This is an optimization exercise on Yosys and OpenROAD, whose aim is small area, a short achievable clock period and few clock cycles per item, not a production implementation.
RTL that was checked went through simulation tests only; none was proved equivalent to the original.
Power is estimated from default activity; no workload was simulated.

// ir_pulse_distance_transmitter
module ir_pulse_distance_transmitter (
   input  logic                  clock,
   input  logic                  reset,
   input  logic                  req_valid,
   output logic                  req_ready,
   input  logic                  req_kind,
   input  logic [63:0]           req_frame_low,
   input  logic [HIGH_BITS-1:0]  req_frame_high,
   output logic                  rsp_valid,
   input  logic                  rsp_ready,
   output logic                  rsp_ir_level,
   output logic                  rsp_busy_res,
   output logic                  rsp_frame_done,
   input  logic                  csr_we,
   input  logic [CSR_IDX_W-1:0]  csr_index,
   input  logic [CSR_DATA_W-1:0] csr_wdata
);
   logic [HALF_W-1:0]  half_r;
   logic [CYC_W-1:0]   lb_r, bb_r, eb_r;
   logic [SPACE_W-1:0] ls_r, os_r, zs_r;
   logic lb_nz, ls_nz, bb_nz, os_nz, zs_nz, eb_nz;
   logic wd_nz10, wd_nz16;
  ...
For scale: about 1300 cells after synthesis.
clock: 8.0 ns
lec_check: 0
cap_margin: 20
core_margin: 2
core_utilization: 50
setup_slack_margin: 4.5
slew_margin: 20
run.sh (not shown) runs the stock make flow with config.mk's settings and CLKGATE_MAP_FILE= SYNTH_SCRIPT=/design/flow/synth_recipe.tcl, a recipe that flattens the netlist after the stock synthesis.
Then changed:
--- a/flow/design.v
+++ b/flow/design.v
@@ -101,25 +101,29 @@
    logic        sv, sl, sb, sd;                        
    logic busy, burst, space;
    assign busy  = ph_lb | ph_ls | ph_bb | ph_bs | ph_eb;
    assign burst = ph_lb | ph_bb | ph_eb;
    assign space = ph_ls | ph_bs;
    logic [7:0] lo;
    logic [9:0] hi;
    assign lo = cnt[7:0];
    assign hi = cnt[17:8];
-   logic lo_is0, lo_is1, hi_is0, hi_is1, half_end, seg_end;
+   logic lt;
+   logic lo_is0, lo_is2, hi_is1, half_end, seg_end;
    assign lo_is0   = (lo == 8'd0);
-   assign lo_is1   = (lo == 8'd1);
-   assign hi_is0   = (hi[7:0] == 8'd0);
+   assign lo_is2   = (lo == 8'd2);
    assign hi_is1   = (hi == 10'd1);
-   assign half_end = lo_is0 || lo_is1;
-   assign seg_end  = space ? (lo_is1 && hi_is0) : (half_end && cp && hi_is1);
+   assign half_end = (lo[7:1] == 7'd0);
+   assign seg_end  = lt;
+   logic lt_step;
+   assign lt_step = space ? (lo_is2 && (hi[7:0] == 8'd0))
+                          : (hi_is1 && ((lo_is2 && cp) ||
+                                        (half_end && !cp && (half_r[7:1] == 7'd0))));
    logic [17:0] cnt_step;
    logic        cp_step;
    assign cnt_step[7:0]  = (burst && half_end) ? half_r : lo - 8'd1;
    assign cnt_step[17:8] = (space ? lo_is0 : (half_end && cp)) ? hi - 10'd1 : hi;
    assign cp_step        = burst && (cp ^ half_end);
    logic exists;
    logic [FRAME_BITS:0] pre, f_skip, f_walk;
    assign exists = (|f[FRAME_BITS:1]) || (skip && f[0]);
    localparam int NG = (FRAME_BITS + 1 + 7) / 8;
@@ -158,18 +162,21 @@
    assign go_eb     = try_enter && !exists && eb_nz;
    logic done_tick;
    assign done_tick = seg_end && (ph_eb || (go_entry && !exists && !eb_nz));
    logic        bitsel;
    logic [17:0] cnt_init;
    logic        new_ls, new_bs;
    assign new_ls = start_idle ? !lb_nz : go_ls;
    assign new_bs = go_bs_cur || (enter && !bb_nz);
    assign bitsel = go_bs_cur ? curbit : (skip ? os_nz : f[0]);
+   logic lt_init;
+   assign lt_init = new_ls ? (ls_r == 16'd1)
+                           : (new_bs && (bitsel ? (os_r == 16'd1) : (zs_r == 16'd1)));
    always_comb begin
       if (new_ls)
          cnt_init = {2'b00, ls_r};
       else if (new_bs)
          cnt_init = {2'b00, bitsel ? os_r : zs_r};
       else if (start_idle)
          cnt_init = {lb_r, half_r};
       else if (enter)
          cnt_init = {bb_r, half_r};
@@ -233,21 +240,23 @@
          od <= sv ? sd : r_d;
       end else if (push && !sv) begin
          sl <= r_l;
          sb <= r_b;
          sd <= r_d;
       end
       if (start_idle || ph_be || tick_end) begin
          cnt <= cnt_init;
          cp  <= 1'b0;
+         lt  <= lt_init;
       end else if (tick_busy) begin
          cnt <= cnt_step;
          cp  <= cp_step;
+         lt  <= lt_step;
       end
       if (start_idle) begin
          f <= f_load;
       end else if (enter) begin
          f <= skip ? f_skip : f_walk;
          curbit <= f[0];
       end
    end
    assign req_ready      = rdy_ff;
- The changed run passed the timing, DRC and antenna checks
- power rises by 10%
- sequential share of layout area falls by 0.50 points
- worst setup slack degrades by 0.018 ns
- register-to-register slack improved by 0.02 ns
- worst hold slack is worse by 0.0058 ns
Function was not checked in any run of this note: the RTL went through the layout flow alone.


== the previous run ==
Another version of the RTL of ir_pulse_distance_transmitter (not shown whole).
Size in the first run: about 200 flip-flops, about 100 I/O pins.
Settings: LEC_CHECK=0, ABC_AREA=1, CAP_MARGIN=20, CORE_MARGIN=2, CORE_UTILIZATION=70, SETUP_SLACK_MARGIN=5, SLEW_MARGIN=20; clock period 8.0 ns.
standard.sh (not shown) runs the stock make flow with config.mk's settings and CLKGATE_MAP_FILE= SYNTH_SCRIPT=/design/flow/synth_recipe.tcl, a recipe that flattens the netlist after the stock synthesis.
==> flow/flow/run.sh <==
#!/bin/bash
# Layout flow: the standard ORFS flow (standard synthesis unchanged), with
#  - the I/O port buffers made of plain buffers (sky130_fd_sc_hd__buf_2) instead of the
#    delay buffer buffer_ports picks by default; every port still gets its own buffer;
#  - timing repair aiming at 5.35 ns of setup slack.
set -euo pipefail
bash standard.sh "BUFFER_PORTS_ARGS=-buffer_cell sky130_fd_sc_hd__buf_2" SETUP_SLACK_MARGIN=5.35 finish > flow_orfs.log 2>&1
Testbench counts of the previous run, summed over its fixed seeds: cycles 48,788, beats 48,704.
Here is what was changed in the inputs of the current run compared with the previous run.
--- a/flow/design.v
+++ b/flow/design.v
@@ -54,13 +54,13 @@
    input  logic [CSR_IDX_W-1:0]  csr_index,
    input  logic [CSR_DATA_W-1:0] csr_wdata
 );
    logic [HALF_W-1:0]  half_r;
    logic [CYC_W-1:0]   lb_r, bb_r, eb_r;
    logic [SPACE_W-1:0] ls_r, os_r, zs_r;
-   logic ls_nz, bb_nz, os_nz, zs_nz, eb_nz;
+   logic lb_nz, ls_nz, bb_nz, os_nz, zs_nz, eb_nz;
    logic [6:0] cfg_en;
    always_comb
       for (int k = 0; k < 7; k++) cfg_en[k] = reset || (csr_we && (csr_index == 3'(k)));
    always_ff @(posedge clock) begin
       if (cfg_en[REG_CARRIER_HALF]) half_r <= reset ? CARRIER_HALF_RST : csr_wdata[HALF_W-1:0];
       if (cfg_en[REG_LEAD_BURST])   lb_r   <= reset ? LEAD_BURST_RST : csr_wdata[CYC_W-1:0];
@@ -69,18 +69,20 @@
       if (cfg_en[REG_ONE_SPACE])    os_r   <= reset ? ONE_SPACE_RST : csr_wdata[SPACE_W-1:0];
       if (cfg_en[REG_ZERO_SPACE])   zs_r   <= reset ? ZERO_SPACE_RST : csr_wdata[SPACE_W-1:0];
       if (cfg_en[REG_END_BURST])    eb_r   <= reset ? END_BURST_RST : csr_wdata[CYC_W-1:0];
    end
    always_ff @(posedge clock) begin
       if (reset) begin
+         lb_nz <= 1'b1;
          ls_nz <= 1'b1;
          bb_nz <= 1'b1;
          os_nz <= 1'b1;
          zs_nz <= 1'b1;
          eb_nz <= 1'b1;
       end else begin
+         lb_nz <= |lb_r;
          ls_nz <= |ls_r;
          bb_nz <= |bb_r;
          os_nz <= |os_r;
          zs_nz <= |zs_r;
          eb_nz <= |eb_r;
       end
==> run notes <==
Between the current run and the previous run, the difference in combinational group share of total power is negligible. Per the comparison of the current run with the previous run, die span in x now sits at about the same level; number of max-cap violations now sits at about the same level. Re maximum frequency: no difference whatsoever between the previous run and the current run. The critical-path maximum fanout of the current run and that of the previous run are within noise of each other. The current run and the previous run ended up with nearly the same worst setup slack before clock tree synthesis. In terms of maximum cell stage delay along the critical path, the current run and the previous run differ only marginally. Count of clock-buffer cells in the layout essentially unchanged between the current run and the previous run.
Testbench counts of the current run, summed over its fixed seeds: cycles 48,788, beats 48,704.


Another version of the RTL of ir_pulse_distance_transmitter (not shown whole).
Size in the first run: ~950 cells after synthesis, about 100 I/O pins, roughly 11000 sq um of cells after synthesis.
==> flow/design.v (excerpt) <==
module ir_pulse_distance_transmitter (
   input  logic                  clock,
   input  logic                  reset,
   input  logic                  req_valid,
   output logic                  req_ready,
   input  logic                  req_kind,
   input  logic [63:0]           req_frame_low,
   input  logic [HIGH_BITS-1:0]  req_frame_high,
   output logic                  rsp_valid,
   input  logic                  rsp_ready,
   output logic                  rsp_ir_level,
   output logic                  rsp_busy_res,
   output logic                  rsp_frame_done,
   input  logic                  csr_we,
   input  logic [CSR_IDX_W-1:0]  csr_index,
   input  logic [CSR_DATA_W-1:0] csr_wdata
);
Settings: LEC_CHECK=0, CAP_MARGIN=20, CORE_MARGIN=2, CORE_UTILIZATION=70, SETUP_SLACK_MARGIN=5, SLEW_MARGIN=20; clock period 8.0 ns.
==> flow/flow/run.sh <==
#!/bin/bash
# Layout flow: the standard ORFS flow (standard synthesis unchanged), with
#  - the I/O port buffers made of plain buffers (sky130_fd_sc_hd__buf_2) instead of the
#    delay buffer buffer_ports picks by default; every port still gets its own buffer;
#  - timing repair aiming at 5.25 ns of setup slack.
set -euo pipefail
bash standard.sh "BUFFER_PORTS_ARGS=-buffer_cell sky130_fd_sc_hd__buf_2" SETUP_SLACK_MARGIN=5.25 finish > flow_orfs.log 2>&1
Change:
--- a/flow/design.v
+++ b/flow/design.v
@@ -49,35 +49,45 @@
    input  logic                  rsp_ready,
    output logic                  rsp_ir_level,
    output logic                  rsp_busy_res,
    output logic                  rsp_frame_done,
    input  logic                  csr_we,
    input  logic [CSR_IDX_W-1:0]  csr_index,
    input  logic [CSR_DATA_W-1:0] csr_wdata
 );
    logic [HALF_W-1:0]  half_r;
    logic [CYC_W-1:0]   lb_r, bb_r, eb_r;
    logic [SPACE_W-1:0] ls_r, os_r, zs_r;
    logic lb_nz, ls_nz, bb_nz, os_nz, zs_nz, eb_nz;
-   logic [6:0] cfg_en;
-   always_comb
-      for (int k = 0; k < 7; k++) cfg_en[k] = reset || (csr_we && (csr_index == 3'(k)));
    always_ff @(posedge clock) begin
-      if (cfg_en[REG_CARRIER_HALF]) half_r <= reset ? CARRIER_HALF_RST : csr_wdata[HALF_W-1:0];
-      if (cfg_en[REG_LEAD_BURST])   lb_r   <= reset ? LEAD_BURST_RST : csr_wdata[CYC_W-1:0];
-      if (cfg_en[REG_LEAD_SPACE])   ls_r   <= reset ? LEAD_SPACE_RST : csr_wdata[SPACE_W-1:0];
-      if (cfg_en[REG_BIT_BURST])    bb_r   <= reset ? BIT_BURST_RST : csr_wdata[CYC_W-1:0];
-      if (cfg_en[REG_ONE_SPACE])    os_r   <= reset ? ONE_SPACE_RST : csr_wdata[SPACE_W-1:0];
-      if (cfg_en[REG_ZERO_SPACE])   zs_r   <= reset ? ZERO_SPACE_RST : csr_wdata[SPACE_W-1:0];
-      if (cfg_en[REG_END_BURST])    eb_r   <= reset ? END_BURST_RST : csr_wdata[CYC_W-1:0];
+      if (reset) begin
+         half_r <= CARRIER_HALF_RST;
+         lb_r   <= LEAD_BURST_RST;
+         ls_r   <= LEAD_SPACE_RST;
+         bb_r   <= BIT_BURST_RST;
+         os_r   <= ONE_SPACE_RST;
+         zs_r   <= ZERO_SPACE_RST;
+         eb_r   <= END_BURST_RST;
+      end else if (csr_we) begin
+         case (csr_index)
+            REG_CARRIER_HALF: half_r <= csr_wdata[HALF_W-1:0];
+            REG_LEAD_BURST:   lb_r   <= csr_wdata[CYC_W-1:0];
+            REG_LEAD_SPACE:   ls_r   <= csr_wdata[SPACE_W-1:0];
+            REG_BIT_BURST:    bb_r   <= csr_wdata[CYC_W-1:0];
+            REG_ONE_SPACE:    os_r   <= csr_wdata[SPACE_W-1:0];
+            REG_ZERO_SPACE:   zs_r   <= csr_wdata[SPACE_W-1:0];
+            REG_END_BURST:    eb_r   <= csr_wdata[CYC_W-1:0];
+            default: ;
+         endcase
+      end
    end
    always_ff @(posedge clock) begin
       if (reset) begin
          lb_nz <= 1'b1;
          ls_nz <= 1'b1;
          bb_nz <= 1'b1;
          os_nz <= 1'b1;
          zs_nz <= 1'b1;
          eb_nz <= 1'b1;
       end else begin
          lb_nz <= |lb_r;
          ls_nz <= |ls_r;
After rerunning: The changed run passed the timing, DRC and antenna checks; sequential power hardly moves; cell count rose by 20%; synthesized cell count came out higher by 26%; routed wire length came out higher by 7.8%; clock-buffer cell count goes up by 5; design area grows by 3.0%; flip-flop and latch count does not change.
Testbench counts after the change, summed over its fixed seeds: cycles 48,788, beats 48,704.
The RTL of the first run of this note was laid out without a check of its function.


Setup of run M:
The RTL this note starts from:
==> flow/design.v <==
package ipdt_pkg;
   localparam int FRAME_BITS = 72;
   localparam int BIT_IDX_W  = $clog2(FRAME_BITS + 1);
   localparam int HIGH_BITS  = FRAME_BITS - 64;
   localparam int HALF_W     = 8;
   localparam int CYC_W      = 10;
   localparam int SPACE_W    = 16;
   localparam int CSR_DATA_W = 16;
   localparam int CSR_IDX_W  = 3;
   localparam logic [HALF_W-1:0]  CARRIER_HALF_RST = 8'd13;
   localparam logic [CYC_W-1:0]   LEAD_BURST_RST   = 10'd322;
   localparam logic [SPACE_W-1:0] LEAD_SPACE_RST   = 16'd4500;
   localparam logic [CYC_W-1:0]   BIT_BURST_RST    = 10'd19;
   localparam logic [SPACE_W-1:0] ONE_SPACE_RST    = 16'd1750;
   localparam logic [SPACE_W-1:0] ZERO_SPACE_RST   = 16'd638;
   localparam logic [CYC_W-1:0]   END_BURST_RST    = 10'd19;
   typedef enum logic [CSR_IDX_W-1:0] {
      REG_CARRIER_HALF = 3'd0,
      REG_LEAD_BURST   = 3'd1,
      REG_LEAD_SPACE   = 3'd2,
      REG_BIT_BURST    = 3'd3,
      REG_ONE_SPACE    = 3'd4,
      REG_ZERO_SPACE   = 3'd5,
      REG_END_BURST    = 3'd6
   } csr_index_type;
   typedef enum logic {
      KIND_TICK  = 1'b0,
      KIND_START = 1'b1
   } kind_type;
   typedef enum logic [5:0] {
      PH_IDLE   = 6'b000001,
      PH_LEAD_B = 6'b000010,
      PH_LEAD_S = 6'b000100,
      PH_BIT_B  = 6'b001000,
      PH_BIT_S  = 6'b010000,
      PH_END_B  = 6'b100000
   } phase_type;
endpackage
import ipdt_pkg::*;
module ir_pulse_distance_transmitter (
   input  logic                  clock,
   input  logic                  reset,
   input  logic                  req_valid,
   output logic                  req_ready,
   input  logic                  req_kind,
   input  logic [63:0]           req_frame_low,
   input  logic [HIGH_BITS-1:0]  req_frame_high,
   output logic                  rsp_valid,
   input  logic                  rsp_ready,
   output logic                  rsp_ir_level,
   output logic                  rsp_busy_res,
   output logic                  rsp_frame_done,
   input  logic                  csr_we,
   input  logic [CSR_IDX_W-1:0]  csr_index,
   input  logic [CSR_DATA_W-1:0] csr_wdata
);
   logic [HALF_W-1:0]  hlim;
   logic [CYC_W-1:0]   lbm, bbm, ebm;
   logic [SPACE_W-1:0] lsm, osm, zsm;
   always_ff @(posedge clock) begin
      if (reset) begin
         hlim <= CARRIER_HALF_RST - HALF_W'(1);
         lbm  <= LEAD_BURST_RST - CYC_W'(1);
         lsm  <= LEAD_SPACE_RST - SPACE_W'(1);
         bbm  <= BIT_BURST_RST - CYC_W'(1);
         osm  <= ONE_SPACE_RST - SPACE_W'(1);
         zsm  <= ZERO_SPACE_RST - SPACE_W'(1);
         ebm  <= END_BURST_RST - CYC_W'(1);
      end else if (csr_we) begin
         case (csr_index)
            REG_CARRIER_HALF: hlim <= (csr_wdata[HALF_W-1:0] == '0) ? '0
                                      : csr_wdata[HALF_W-1:0] - HALF_W'(1);
            REG_LEAD_BURST:   lbm  <= csr_wdata[CYC_W-1:0] - CYC_W'(1);
            REG_LEAD_SPACE:   lsm  <= csr_wdata[SPACE_W-1:0] - SPACE_W'(1);
            REG_BIT_BURST:    bbm  <= csr_wdata[CYC_W-1:0] - CYC_W'(1);
            REG_ONE_SPACE:    osm  <= csr_wdata[SPACE_W-1:0] - SPACE_W'(1);
            REG_ZERO_SPACE:   zsm  <= csr_wdata[SPACE_W-1:0] - SPACE_W'(1);
            REG_END_BURST:    ebm  <= csr_wdata[CYC_W-1:0] - CYC_W'(1);
            default: ;
         endcase
      end
   end
   logic lb_nz, ls_nz, bb_nz, os_nz, zs_nz, eb_nz, skip;
   assign lb_nz = ~&lbm;
   assign ls_nz = ~&lsm;
   assign bb_nz = ~&bbm;
   assign os_nz = ~&osm;
   assign zs_nz = ~&zsm;
   assign eb_nz = ~&ebm;
   assign skip  = !bb_nz && !(os_nz && zs_nz);
   logic ph_lb, ph_ls, ph_bb, ph_bs, ph_eb, ph_be;    
   logic [17:0] cnt;
   logic        cp;                                    
   logic [FRAME_BITS:0] f;
   logic        curbit;                                
   logic        rdy_ff;
   logic        ov, ol, ob, od;                        
   logic        sv, sl, sb, sd;                        
   logic busy, burst, space;
   assign busy  = ph_lb | ph_ls | ph_bb | ph_bs | ph_eb;
   assign burst = ph_lb | ph_bb | ph_eb;
   assign space = ph_ls | ph_bs;
   logic [CYC_W-1:0]   nsel;
   logic [SPACE_W-1:0] lsel;
   logic [17:0]        tgt;
   logic               bitsel, eq_lo, eq_hi, seg_end;
   assign bitsel = skip ? os_nz : curbit;
   assign nsel   = ph_lb ? lbm : (ph_bb ? bbm : ebm);
   assign lsel   = ph_ls ? lsm : (bitsel ? osm : zsm);
   assign tgt    = space ? {2'b00, lsel} : {nsel, hlim};
   assign eq_lo  = (cnt[7:0] == tgt[7:0]);
   assign eq_hi  = (cnt[17:8] == tgt[17:8]);
   assign seg_end = eq_lo && eq_hi && (space || cp);
   logic [7:0] lo_inc;
   logic [9:0] hi_inc;
   logic [17:0] cnt_step;
   logic        cp_step;
   assign lo_inc = cnt[7:0] + 8'd1;
   assign hi_inc = cnt[17:8] + 10'd1;
   assign cnt_step[7:0]  = (burst && eq_lo) ? 8'd0 : lo_inc;
   assign cnt_step[17:8] = (space ? (&cnt[7:0]) : (eq_lo && cp)) ? hi_inc : cnt[17:8];
   assign cp_step        = burst && (cp ^ eq_lo);
   logic exists;
   logic [FRAME_BITS:0] pre, f_skip, f_walk;
   assign exists = (|f[FRAME_BITS:1]) || (skip && f[0]);
   localparam int NG = (FRAME_BITS + 1 + 7) / 8;
   logic [NG-1:0] gany, gpre;
   logic [8*NG-1:0] fz;
   assign fz = {{(8*NG-FRAME_BITS-1){1'b0}}, f};
   always_comb begin
      for (int g = 0; g < NG; g++) gany[g] = |fz[8*g +: 8];
      gpre[0] = 1'b0;
      for (int g = 1; g < NG; g++) gpre[g] = gpre[g-1] | gany[g-1];
      for (int i = 0; i <= FRAME_BITS; i++) begin
         logic l;
         l = 1'b0;
         for (int j = (i / 8) * 8; j < i; j++) l = l | f[j];
         pre[i] = gpre[i/8] | l;
      end
   end
   assign f_skip = f & pre;
   assign f_walk = {1'b0, f[FRAME_BITS:1]};
   logic accept, is_tick, is_start, start_idle, start_be;
   assign accept     = req_valid && rdy_ff;
   assign is_tick    = accept && !req_kind;
   assign is_start   = accept && req_kind;
   assign start_idle = is_start && !busy;
   assign start_be   = start_idle && !lb_nz && !ls_nz;
   logic tick_busy;
   assign tick_busy = is_tick && busy;
   logic go_ls, go_bs_cur, go_entry;
   assign go_ls     = ph_lb && ls_nz;
   assign go_bs_cur = ph_bb && (curbit ? os_nz : zs_nz);
   assign go_entry  = (ph_lb && !ls_nz) || ph_ls || (ph_bb && !go_bs_cur) || ph_bs;
   logic enter;       
   assign enter = ((tick_busy && seg_end && go_entry) || ph_be) && exists;
   logic done_tick;
   assign done_tick = seg_end && (ph_eb || (go_entry && !exists && !eb_nz));
   logic push, r_l, r_b, r_d, be_busy;
   assign be_busy = exists || eb_nz;
   assign push = (accept && !start_be) || ph_be;
   assign r_l  = tick_busy && burst && !cp;
   assign r_b  = ph_be ? be_busy : (busy || is_start);
   assign r_d  = ph_be ? !be_busy : (tick_busy && done_tick);
   logic pop, sv_next;
   assign pop     = ov && rsp_ready;
   assign sv_next = (sv || push) && ov && !pop;
   logic [FRAME_BITS-1:0] fr_in;
   logic [FRAME_BITS:0]   f_load;
   assign fr_in = {req_frame_high, req_frame_low};
   always_comb begin
      for (int i = 0; i < FRAME_BITS; i++)
         f_load[i] = fr_in[i] ? (!skip || os_nz) : (skip && zs_nz);
      f_load[FRAME_BITS] = !skip;
   end
   always_ff @(posedge clock) begin
      if (reset) begin
         ph_lb  <= 1'b0;
         ph_ls  <= 1'b0;
         ph_bb  <= 1'b0;
         ph_bs  <= 1'b0;
         ph_eb  <= 1'b0;
         ph_be  <= 1'b0;
         rdy_ff <= 1'b1;
         ov     <= 1'b0;
         sv     <= 1'b0;
      end else begin
         rdy_ff <= !sv_next && !start_be;
         if (!ov || pop) begin
            ov <= sv || push;
            sv <= 1'b0;
         end else if (push) begin
            sv <= 1'b1;
         end
         if (start_idle) begin
            ph_lb <= lb_nz;
            ph_ls <= !lb_nz && ls_nz;
            ph_be <= !lb_nz && !ls_nz;
         end else if (ph_be || (tick_busy && seg_end)) begin
            ph_be <= 1'b0;
            ph_lb <= 1'b0;
            ph_ls <= go_ls;
            ph_bb <= enter && bb_nz;
            ph_bs <= go_bs_cur || (enter && !bb_nz);
            ph_eb <= (ph_be || go_entry) && !exists && eb_nz;
         end
      end
   end
   always_ff @(posedge clock) begin
      if (!ov || pop) begin
         ol <= sv ? sl : r_l;
         ob <= sv ? sb : r_b;
         od <= sv ? sd : r_d;
      end else if (push && !sv) begin
         sl <= r_l;
         sb <= r_b;
         sd <= r_d;
      end
      if (start_idle || (tick_busy && seg_end)) begin
         cnt <= '0;
         cp  <= 1'b0;
      end else if (tick_busy) begin
         cnt <= cnt_step;
         cp  <= cp_step;
      end
      if (start_idle) begin
         f <= f_load;
      end else if (enter) begin
         f <= skip ? f_skip : f_walk;
         curbit <= f[0];
      end
   end
   assign req_ready      = rdy_ff;
   assign rsp_valid      = ov;
   assign rsp_ir_level   = ol;
   assign rsp_busy_res   = ob;
   assign rsp_frame_done = od;
endmodule
make LEC_CHECK=0 CAP_MARGIN=20 CORE_MARGIN=2 CORE_UTILIZATION=40 SLEW_MARGIN=20 finish   # period 8.0 ns
run.sh (not shown) runs the stock make flow with config.mk's settings and CLKGATE_MAP_FILE= SYNTH_SCRIPT=/design/flow/synth_recipe.tcl, a recipe that flattens the netlist after the stock synthesis.
Stock flow here: none of the scripts above is used.
Testbench counts of run M, summed over its fixed seeds: cycles 48,736, beats 48,704.
Setup changes, run M to run K
-- flow/design.v --
<<< run M, line 110
   assign tgt    = space ? {2'b00, lsel} : {nsel, hlim};
   assign eq_lo  = (cnt[7:0] == tgt[7:0]);
   assign eq_hi  = (cnt[17:8] == tgt[17:8]);
   assign seg_end = eq_lo && eq_hi && (space || cp);
   logic [7:0] lo_inc;
   logic [9:0] hi_inc;
>>> run K, line 110
   assign tgt    = space ? {2'b00, lsel} : {nsel, hlim};
   assign eq_lo  = (cnt[7:0] == tgt[7:0]);
   logic lt;
   assign seg_end = lt;
   logic [7:0] lo_inc;
   logic [9:0] hi_inc;
<<< run M, line 121
   assign cnt_step[17:8] = (space ? (&cnt[7:0]) : (eq_lo && cp)) ? hi_inc : cnt[17:8];
   assign cp_step        = burst && (cp ^ eq_lo);
   logic exists;
   logic [FRAME_BITS:0] pre, f_skip, f_walk;
>>> run K, line 121
   assign cnt_step[17:8] = (space ? (&cnt[7:0]) : (eq_lo && cp)) ? hi_inc : cnt[17:8];
   assign cp_step        = burst && (cp ^ eq_lo);
   logic lt_step;
   assign lt_step = (cnt_step == tgt) && (space || cp_step);
   logic ls_is1, os_is1, zs_is1;
   assign ls_is1 = (lsm == '0);
   assign os_is1 = (osm == '0);
   assign zs_is1 = (zsm == '0);
   logic exists;
   logic [FRAME_BITS:0] pre, f_skip, f_walk;
<<< run M, line 207
      end
   end
   always_ff @(posedge clock) begin
      if (!ov || pop) begin
         ol <= sv ? sl : r_l;
>>> run K, line 213
      end
   end
   logic lt_new;
   assign lt_new = (go_ls && ls_is1)
                || (go_bs_cur && (curbit ? os_is1 : zs_is1))
                || (enter && !bb_nz && (skip ? (os_nz ? os_is1 : zs_is1)
                                              : (f[0] ? os_is1 : zs_is1)));
   always_ff @(posedge clock) begin
      if (start_idle) begin
         lt <= !lb_nz && ls_nz && ls_is1;
      end else if (ph_be || (tick_busy && seg_end)) begin
         lt <= lt_new;
      end else if (tick_busy) begin
         lt <= lt_step;
      end
      if (!ov || pop) begin
         ol <= sv ? sl : r_l;
--- outcome ---
- Run K finished every step from synthesis to the final layout, and the layout passed the timing, DRC and antenna checks.
- Compared to run M, run K leaves more free space in the core.
- Global-route usage is lower on run M
- Relative to run M, run K degrades final critical-path setup slack.
- In the tables for run M and run K, worst reg-to-reg path cell count reads lower with run M.
- Relative to run M, number of global-route vias before repair has increased by 1108 in run K.
Only the layout flow was run in run K; the RTL was not checked for function there.

[what the ideal ports hide]
How much do the figures lean on ideal ports? The routed layouts below were timed once more, with nothing changed but the port constraints.
Step 1 assumes that a clkbuf_16 drives the clock port and a buf_2 every other input.
Step 2, shift: input delay + t, output delay - t, t = (earliest + latest rising clock arrival at the registers) / 2. This alone moves slack from input paths to output paths.
Slacks: ideal ports / drivers / drivers and shift; pairs: ideal ports / drivers.
run | shift t [ns] | setup slack, ns | hold slack, ns | worst slew at a driven data input, ns | pins driven straight from the clock port
the first run of note 1 | 0.499 | 4.579 / 4.597 / 4.114 | 0.458 / 0.458 / 0.458 | 0.07 | 1
the second run of note 1 | 0.564 | 4.561 / 4.587 / 4.023 | 0.452 / 0.452 / 0.452 | 0.05 | 1
the previous run | 0.540 | 5.397 / 5.363 / 4.861 | 0.478 / 0.478 / 0.478 | 0.06 | 1
the current run | 0.540 | 5.397 / 5.363 / 4.861 | 0.478 / 0.478 / 0.478 | 0.06 | 1
the first run of note 3 | 0.546 | 5.219 / 5.239 / 4.694 | 0.488 / 0.488 / 0.488 | 0.06 | 1
the second run of note 3 | 0.543 | 5.316 / 5.316 / 4.807 | 0.476 / 0.476 / 0.476 | 0.03 | 1
run M | 0.480 | 2.793 / 2.803 / 2.322 | 0.510 / 0.510 / 0.510 | 0.04 | 1
run K | 0.492 | 1.852 / 1.852 / 1.852 | 0.481 / 0.481 / 0.481 | 0.05 | 1
After both steps setup and hold are still met in every run listed. For the second run of note 1, which loses most, drivers alone change the setup slack by +0.026 ns; drivers and shift together by -0.538 ns.
